From an optimization exercise on the open Yosys and OpenROAD flow, aimed at small area and few clock cycles; shortcuts taken in it are not production practice. At most, simulation tests tie the RTL to the original design; equivalence was not proved. No driver is modelled on the clock port, so clocking that relies on it looks cheaper here than on a real chip. Power and IR drop assume default switching activity.

P:
==> flow/design.v (excerpt) <==
module hid_key_report_to_ascii_typematic #(
  parameter int unsigned KEY_SLOTS = 6
) (
  input  logic                      clk_i,
  input  logic                      rst_ni,
  input  logic                      cfg_we_i,
  input  logic [hkt_pkg::CFG_IDX_W-1:0] cfg_idx_i,
  input  logic [7:0]                cfg_data_i,
  input  logic                      in_valid_i,
  output logic                      in_ready_o,
  input  logic                      op_i,
  input  logic [7:0]                modifier_bits_i,
  input  logic [7:0]                key_slot_0_i,
  input  logic [7:0]                key_slot_1_i,
  input  logic [7:0]                key_slot_2_i,
  input  logic [7:0]                key_slot_3_i,
  input  logic [7:0]                key_slot_4_i,
  input  logic [7:0]                key_slot_5_i,
  output logic                      out_valid_o,
  input  logic                      out_ready_i,
  output logic [7:0]                out_char_o,
  output logic                      char_valid_o,
  output logic                      last_o,
  output logic                      caps_lock_led_o,
  output logic                      num_lock_led_o,
  output logic                      led_report_changed_o
);
  ...
For scale: about 1100 cells after synthesis, ~87 I/O pins.
Settings: LEC_CHECK=0, CAP_MARGIN=20, CORE_MARGIN=2, CORE_UTILIZATION=40, CTS_BUF_LIST=sky130_fd_sc_hd__clkbuf_8, SLEW_MARGIN=20, SYNTH_HIERARCHICAL=1; clock period 10.0 ns.
standard.sh (not shown) runs the stock make flow with config.mk's settings and CLKGATE_MAP_FILE= SYNTH_SCRIPT=/design/flow/synth_recipe.tcl, a recipe that flattens the netlist after the stock synthesis.
==> flow/flow/run.sh <==
#!/bin/bash
# The standard layout (the standard.sh, standard synthesis included), with these changes:
# the port buffers that global placement inserts are the smallest buffer cell instead of
# the default choice (every input and output port still gets its own buffer); clock tree
# synthesis uses clkbuf_8 buffers and adds no dummy loads; and after clock tree synthesis,
# cells on paths with slack are sized down (flow/post_cts.tcl).
set -euo pipefail
export BUFFER_PORTS_ARGS="-buffer_cell sky130_fd_sc_hd__buf_1"
export CTS_ARGS="-sink_clustering_enable -repair_clock_nets -dont_use_dummy_load -buf_list sky130_fd_sc_hd__clkbuf_8"
export POST_CTS_TCL="$PWD/flow/post_cts.tcl"
bash standard.sh > standard.log 2>&1
==> flow/flow/post_cts.tcl <==
# Size down cells on paths with slack, then legalize the placement again.
estimate_parasitics -placement
repair_timing -recover_power 100 -verbose
detailed_placement
check_placement -verbose
report_design_area
Testbench counts of P, summed over its fixed seeds: cycles 24,608.
[inputs] Q vs P
--- a/flow/flow/run.sh
+++ b/flow/flow/run.sh
@@ -7,5 +7,5 @@
 set -euo pipefail
 export BUFFER_PORTS_ARGS="-buffer_cell sky130_fd_sc_hd__buf_1"
-export CTS_ARGS="-sink_clustering_enable -repair_clock_nets -dont_use_dummy_load -buf_list sky130_fd_sc_hd__clkbuf_8"
+export CTS_ARGS="-sink_clustering_enable -repair_clock_nets -dont_use_dummy_load -buf_list {sky130_fd_sc_hd__clkbuf_8 sky130_fd_sc_hd__clkbuf_16}"
 export POST_CTS_TCL="$PWD/flow/post_cts.tcl"
 bash standard.sh > standard.log 2>&1
==> comparison <==
- Min area added between synthesis and finish across P and Q: P
- Hold slack ends up lower on Q.
- Non-clock buffer instance count of the final layout essentially unchanged between P and Q.
- What Q reported for total power after layout has to be multiplied by 0.939 to get the figure for P.
- First-pass GRT wire length delta (Q -> P): insignificant
- Fraction of area in registers is lower on Q
- The share of power burned in the clock network in Q sits 5.0 points above the value recorded for P.
- The area of all placed cells without fillers of Q exceeds that of P by about 0.9%.
- Wire length essentially unchanged between P and Q.
diff inputs: Q => R
==> flow/flow/run.sh <==
#!/bin/bash
# The standard layout (the standard.sh, standard synthesis included), with two changes:
# the port buffers that global placement inserts are the smallest buffer cell instead of
# the default choice (every input and output port still gets its own buffer), and clock
# tree synthesis adds no dummy loads.
set -euo pipefail
export BUFFER_PORTS_ARGS="-buffer_cell sky130_fd_sc_hd__buf_1"
export CTS_ARGS="-sink_clustering_enable -repair_clock_nets -dont_use_dummy_load -buf_list sky130_fd_sc_hd__clkbuf_8"
bash standard.sh > standard.log 2>&1
removed: flow/flow/post_cts.tcl
### Flow results
Comparing Q against R, there is no change at all in die outline height.
Summary of R over Q: global-route wire length before repair held, overall power of the completed layout shrank by 5.4%, actual transition at the worst max-transition pin down 17 ps, global-route track usage on met3 saw little to no change, design area ~0 delta.
Buffer count excluding the clock tree in the final layout was lower in R than in Q.
--- input diff R..S ---
- PLACE_DENSITY: unset -> 0.7
- CORE_UTILIZATION: 40 -> 55
- CTS_BUF_LIST: sky130_fd_sc_hd__clkbuf_8 -> unset
==> flow/flow/run.sh <==
#!/bin/bash
# The standard layout (the standard.sh, standard synthesis included), with these changes:
# the port buffers that global placement inserts are the smallest buffer cell instead of
# the default choice (every input and output port still gets its own buffer); clock tree
# synthesis uses clkbuf_8 buffers and adds no dummy loads; and after clock tree synthesis,
# cells on paths with slack are sized down (flow/post_cts.tcl).
# standard.sh's output goes to standard.log; each ORFS step keeps its own log under orfs/logs.
set -euo pipefail
export BUFFER_PORTS_ARGS="-buffer_cell sky130_fd_sc_hd__buf_1"
export CTS_ARGS="-sink_clustering_enable -repair_clock_nets -dont_use_dummy_load -buf_list sky130_fd_sc_hd__clkbuf_8"
export POST_CTS_TCL="$PWD/flow/post_cts.tcl"
bash standard.sh > standard.log 2>&1
==> flow/flow/post_cts.tcl (new file) <==
# Size down cells on paths with slack, then legalize the placement again.
estimate_parasitics -placement
repair_timing -recover_power 100 -verbose
detailed_placement
check_placement -verbose
report_design_area
==> comparison <==
S vs R, clock network fraction of total power went down by 0.4 points. Compared R against S; fraction of power spent switching nets within noise. Standard cell core area went down by more than a quarter going from R to S. Compared with R, met1 wire length in S decreased by a little under 10%. As of S, amount of wire on met3 after detailed routing had risen by more than a quarter compared to R.


hid_key_report_to_ascii_typematic, a different RTL version from the one above (not shown whole).
For scale: ~1100 cells after synthesis, ~0.010 sq mm of cells after synthesis.
==> flow/config.mk <==
export PLATFORM = sky130hd
export DESIGN_NAME = hid_key_report_to_ascii_typematic
export DESIGN_NICKNAME = hid_key_report_to_ascii_typematic
export VERILOG_FILES = /design/flow/design.v
export SDC_FILE = /design/flow/constraint.sdc
export NUM_CORES = 4
export LEC_CHECK = 0
export CAP_MARGIN = 5
export CORE_MARGIN = 2
export CORE_UTILIZATION = 50
export SLEW_MARGIN = 5
==> flow/constraint.sdc <==
create_clock -name core_clock -period 10.0 [get_ports {clk_i}]
set_input_delay 2.0000 -clock core_clock [delete_from_list [all_inputs] [get_ports {clk_i}]]
set_output_delay 2.0000 -clock core_clock [all_outputs]
set_load 0.01 [all_outputs]
==> flow/flow/run.sh <==
#!/bin/bash
# The standard layout (the standard.sh, standard synthesis included), with two changes:
# the port buffers that global placement inserts are the smallest buffer cell instead of
# the default choice (every input and output port still gets its own buffer), and clock
# tree synthesis adds no dummy loads.
set -euo pipefail
export BUFFER_PORTS_ARGS="-buffer_cell sky130_fd_sc_hd__buf_1"
export CTS_ARGS="-sink_clustering_enable -repair_clock_nets -dont_use_dummy_load"
bash standard.sh > standard.log 2>&1
The first run completed without violations.
Testbench counts at the start, summed over its fixed seeds: cycles 24,608.
Then changed:
- CAP_MARGIN: 5 -> 20
- CORE_UTILIZATION: 50 -> 40
- SLEW_MARGIN: 5 -> 20
Power went up by 0.38%.
Via count went down by 0.35%.
Utilization went down by 11 points.
Wire length went up by 3.2%.
Count of clock-buffer cells in the layout does not change.
Synthesized area stays the same.
Then changed:
==> flow/flow/run.sh (replaced) <==
#!/bin/bash
# The standard layout (the standard.sh, standard synthesis included), with the port
# buffers that global placement inserts made the smallest buffer cell instead of
# the default choice. Every input and output port still gets its own buffer.
set -euo pipefail
export BUFFER_PORTS_ARGS="-buffer_cell sky130_fd_sc_hd__buf_1"
bash standard.sh > standard.log 2>&1
After rerunning: Synthesized cell count is unchanged; wire length barely changes; worst setup slack is better by 0.0077 ns; clock skew fell by 0.014 ns; cell area rose by 0.78%; total power rose by 2.7%.


== the previous run ==
hid_key_report_to_ascii_typematic, a different RTL version from the one above (not shown whole).
Size in the first run: roughly 1300 cells after synthesis, ~87 I/O pins, about 12000 µm² of cells after synthesis.
Settings: LEC_CHECK=0, CAP_MARGIN=20, CORE_MARGIN=2, CORE_UTILIZATION=40, SLEW_MARGIN=20; clock period 10.0 ns.
==> flow/flow/run.sh <==
#!/bin/bash
# The standard layout (the standard.sh, standard synthesis included), with two changes:
# the port buffers that global placement inserts are the smallest buffer cell instead of
# the default choice (every input and output port still gets its own buffer), and after
# clock tree synthesis cells on paths with slack are sized down (flow/post_cts.tcl).
set -euo pipefail
export BUFFER_PORTS_ARGS="-buffer_cell sky130_fd_sc_hd__buf_1"
export POST_CTS_TCL="$PWD/flow/post_cts.tcl"
bash standard.sh > standard.log 2>&1
==> flow/flow/post_cts.tcl <==
# Size down cells on paths with slack, then legalize the placement again.
estimate_parasitics -placement
repair_timing -recover_power 100 -verbose
detailed_placement
check_placement -verbose
report_design_area
The previous run did not stop at any stage, and its layout met the timing, design-rule and antenna checks.
Input changes introduced in the current run (baseline for comparison: the previous run):
==> flow/flow/run.sh <==
#!/bin/bash
# The standard layout (the standard.sh, standard synthesis included), with the port
# buffers that global placement inserts made the smallest buffer cell instead of
# the default choice. Every input and output port still gets its own buffer.
set -euo pipefail
export BUFFER_PORTS_ARGS="-buffer_cell sky130_fd_sc_hd__buf_1"
bash standard.sh > standard.log 2>&1
removed: flow/flow/post_cts.tcl
--- outcome ---
- The met3 global-route usage of the previous run and that of the current run are within noise of each other.
- Per-cell via count in the routed design: the current run < the previous run
- Cell area: lower on the previous run
- Between the current run and the previous run, the combinational fraction of design power figures differ only marginally.
- Time the worst path needs with I/O delays and setup ends up lower on the current run.
- Going from the previous run to the current run, transition at the pin with the smallest max-transition slack shrinks by 0.031 ns.
- Any difference in clock network power share between the current run and the previous run is small enough to ignore.
- On sequential portion of the cell area, the previous run and the current run are basically level.
- Sequential cell count came out exactly the same in the previous run and the current run.
- Looking at routed via count across both flows, the current run is the stronger of the two, with the previous run trailing.
- The previous run and the current run ended up with nearly the same non-clock buffer count.
Function was not checked in any run of this note: the RTL went through the layout flow alone.


== amber ==
hid_key_report_to_ascii_typematic with an RTL version that a note above also has.
Size: roughly 10000 µm² of cells after synthesis.
export LEC_CHECK = 0
export CAP_MARGIN = 20
export CORE_MARGIN = 2
export CORE_UTILIZATION = 40
export CTS_BUF_LIST = sky130_fd_sc_hd__clkbuf_8
export SLEW_MARGIN = 20
export SYNTH_HIERARCHICAL = 1
create_clock -name core_clock -period 10.0 [get_ports {clk_i}]
==> flow/flow/run.sh <==
#!/bin/bash
# The standard layout (the standard.sh, standard synthesis included), with these changes:
# the port buffers that global placement inserts are the smallest buffer cell instead of
# the default choice (every input and output port still gets its own buffer); clock tree
# synthesis uses clkbuf_8 buffers and adds no dummy loads; and after clock tree synthesis,
# cells on paths with slack are sized down (flow/post_cts.tcl).
set -euo pipefail
export BUFFER_PORTS_ARGS="-buffer_cell sky130_fd_sc_hd__buf_1"
export CTS_ARGS="-sink_clustering_enable -repair_clock_nets -dont_use_dummy_load -buf_list sky130_fd_sc_hd__clkbuf_8 -sink_buffer_max_cap_derate 0.6"
export POST_CTS_TCL="$PWD/flow/post_cts.tcl"
bash standard.sh > standard.log 2>&1
==> flow/flow/post_cts.tcl <==
# Size down cells on paths with slack, then legalize the placement again.
estimate_parasitics -placement
repair_timing -recover_power 100 -verbose
detailed_placement
check_placement -verbose
report_design_area
Testbench counts of amber, summed over its fixed seeds: cycles 24,608.
Relative to amber, the following input files were edited for tundra:
Settings: CTS_BUF_LIST: sky130_fd_sc_hd__clkbuf_8 -> unset.
==> flow/flow/run.sh <==
#!/bin/bash
# The standard layout (the standard.sh, standard synthesis included), with these changes:
# the port buffers that global placement inserts are the smallest buffer cell instead of
# the default choice (every input and output port still gets its own buffer); clock tree
# synthesis uses clkbuf_8 buffers and adds no dummy loads; and after clock tree synthesis,
# cells on paths with slack are sized down (flow/post_cts.tcl).
# standard.sh's output goes to standard.log; each ORFS step keeps its own log under orfs/logs.
set -euo pipefail
export BUFFER_PORTS_ARGS="-buffer_cell sky130_fd_sc_hd__buf_1"
export CTS_ARGS="-sink_clustering_enable -repair_clock_nets -dont_use_dummy_load -buf_list sky130_fd_sc_hd__clkbuf_8"
export POST_CTS_TCL="$PWD/flow/post_cts.tcl"
bash standard.sh > standard.log 2>&1
==> results.txt <==
- tundra -> amber: final worst hold slack delta 0, exact match
- On initial standard-cell utilization of the core, tundra tracks amber almost exactly.
- Diff amber..tundra | synthesized area | unchanged
- From amber to tundra, sequential cell count did not move at all.
- Global-route usage over all layers came out exactly the same in tundra and amber.


Setup of wip/yarrow:
hid_key_report_to_ascii_typematic again, from the RTL that the note above started with.
// hid_key_report_to_ascii_typematic
module hid_key_report_to_ascii_typematic #(
  parameter int unsigned KEY_SLOTS = 6
) (
  input  logic                      clk_i,
  input  logic                      rst_ni,
  input  logic                      cfg_we_i,
  input  logic [hkt_pkg::CFG_IDX_W-1:0] cfg_idx_i,
  input  logic [7:0]                cfg_data_i,
  input  logic                      in_valid_i,
  output logic                      in_ready_o,
  input  logic                      op_i,
  input  logic [7:0]                modifier_bits_i,
  input  logic [7:0]                key_slot_0_i,
  input  logic [7:0]                key_slot_1_i,
  input  logic [7:0]                key_slot_2_i,
  input  logic [7:0]                key_slot_3_i,
  input  logic [7:0]                key_slot_4_i,
  input  logic [7:0]                key_slot_5_i,
  output logic                      out_valid_o,
  input  logic                      out_ready_i,
  output logic [7:0]                out_char_o,
  output logic                      char_valid_o,
  output logic                      last_o,
  output logic                      caps_lock_led_o,
  output logic                      num_lock_led_o,
  output logic                      led_report_changed_o
);
clock: 10.0 ns
lec_check: 0
cap_margin: 20
core_margin: 2
core_utilization: 40
cts_buf_list: sky130_fd_sc_hd__clkbuf_8
slew_margin: 20
synth_hierarchical: 1
==> flow/flow/run.sh <==
#!/bin/bash
# The standard layout (the standard.sh, standard synthesis included), with these changes:
# the port buffers that global placement inserts are the smallest buffer cell instead of
# the default choice (every input and output port still gets its own buffer); clock tree
# synthesis may use clkbuf_8 as well as clkbuf_16 buffers and adds no dummy loads; and after
# clock tree synthesis, cells on paths with slack are sized down (flow/post_cts.tcl).
# standard.sh's output goes to standard.log; each ORFS step keeps its own log under orfs/logs.
set -euo pipefail
export BUFFER_PORTS_ARGS="-buffer_cell sky130_fd_sc_hd__buf_1"
export CTS_ARGS="-sink_clustering_enable -repair_clock_nets -dont_use_dummy_load -buf_list {sky130_fd_sc_hd__clkbuf_8 sky130_fd_sc_hd__clkbuf_16}"
export POST_CTS_TCL="$PWD/flow/post_cts.tcl"
bash standard.sh > standard.log 2>&1
Scripts as last shown in full above: flow/flow/post_cts.tcl
Testbench counts of wip/yarrow, summed over its fixed seeds: cycles 24,608.
## Diff of input files: wip/lagoon against wip/yarrow
==> flow/flow/run.sh <==
#!/bin/bash
# The standard layout (the standard.sh, standard synthesis included), with these changes:
# the port buffers that global placement inserts are the smallest buffer cell instead of
# the default choice (every input and output port still gets its own buffer); clock tree
# synthesis uses clkbuf_8 buffers and adds no dummy loads; and after clock tree synthesis,
# cells on paths with slack are sized down (flow/post_cts.tcl).
set -euo pipefail
export BUFFER_PORTS_ARGS="-buffer_cell sky130_fd_sc_hd__buf_1"
export CTS_ARGS="-sink_clustering_enable -repair_clock_nets -dont_use_dummy_load -buf_list sky130_fd_sc_hd__clkbuf_8 -sink_clustering_max_diameter 40"
export POST_CTS_TCL="$PWD/flow/post_cts.tcl"
bash standard.sh > standard.log 2>&1
## What came out
When wip/lagoon is set beside wip/yarrow, its worst hold slack turns out to be 4.3 ps larger.
Looking at wip/lagoon and wip/yarrow, the routed wire length is a wash.
Per the comparison of wip/lagoon with wip/yarrow, final clock period utilization by the worst path increased by 0.50 points relative to the old numbers; final worst setup slack saw a decrease; final critical-path required period went up by 50 ps; part of the power in combinational logic has increased.
Relative to wip/lagoon, the following input files were edited for wip/xenon:
==> flow/flow/run.sh <==
#!/bin/bash
# The standard layout (the standard.sh, standard synthesis included), with two changes:
# the port buffers that global placement inserts are the smallest buffer cell instead of
# the default choice (every input and output port still gets its own buffer), and clock
# tree synthesis adds no dummy loads.
set -euo pipefail
export BUFFER_PORTS_ARGS="-buffer_cell sky130_fd_sc_hd__buf_1"
export CTS_ARGS="-sink_clustering_enable -repair_clock_nets -dont_use_dummy_load"
bash standard.sh > standard.log 2>&1
removed: flow/flow/post_cts.tcl
Findings:
Higher total power density per cell area was reported by wip/xenon, not wip/lagoon. Delta (wip/xenon minus wip/lagoon): actual transition at the worst max-transition pin decreased by 15 ps relative to the old numbers, clock skew down 12 ps, final cell area excluding filler cells now sits higher. Compared with wip/lagoon, wip/xenon has extra setup slack. ~same global-route total usage across every layer in wip/lagoon and wip/xenon.

==> port drivers added, routing unchanged <==
How much do the figures lean on ideal ports? The routed layouts below were timed once more, with nothing changed but the port constraints.
Step 1 assumes that a clkbuf_16 drives the clock port and a buf_2 every other input.
Step 2 times the ports against the registers' clock, not the clock port: input delays grow and output delays shrink by t, the midpoint of the rising clock arrivals with the driver on.
Slacks: no drivers / after step 1 / after step 2; pairs: no drivers / after step 1.
run	shift t [ns]	slack for setup (ns)	worst setup path at the end	latest minus earliest clock arrival (ns)	worst register clock-pin slew, ns
P	0.432	0.819 / 0.777 / 1.066	input to register	0.033 / 0.034	0.12 / 0.12
Q	0.401	0.869 / 0.826 / 1.144	input to register	0.024 / 0.024	0.09 / 0.09
R	0.429	1.141 / 1.100 / 1.529	register to output	0.033 / 0.033	0.12 / 0.12
S	0.431	0.796 / 0.755 / 0.769	input to register	0.037 / 0.037	0.12 / 0.12
the first run of note 2	0.397	1.748 / 1.722 / 1.722	input to output	0.029 / 0.029	0.09 / 0.09
the second run of note 2	0.402	1.782 / 1.738 / 2.016	input to output	0.026 / 0.026	0.08 / 0.08
the third run of note 2	0.409	1.790 / 1.746 / 1.963	input to output	0.011 / 0.011	0.09 / 0.09
the previous run	0.427	0.358 / 0.334 / 0.334	input to output	0.016 / 0.016	0.09 / 0.09
the current run	0.426	0.721 / 0.698 / 0.698	input to output	0.015 / 0.014	0.09 / 0.09
amber	0.432	0.819 / 0.777 / 1.066	input to register	0.033 / 0.034	0.12 / 0.12
tundra	0.432	0.819 / 0.777 / 1.066	input to register	0.033 / 0.034	0.12 / 0.12
wip/yarrow	0.401	0.869 / 0.826 / 1.144	input to register	0.024 / 0.024	0.09 / 0.09
wip/lagoon	0.432	0.819 / 0.777 / 1.066	input to register	0.033 / 0.034	0.12 / 0.12
wip/xenon	0.404	1.135 / 1.091 / 1.495	register to output	0.022 / 0.022	0.08 / 0.08
After both steps every run listed still meets setup and hold. The setup slack of S, which loses most, moves by -0.041 ns with the drivers and by -0.027 ns with both steps.
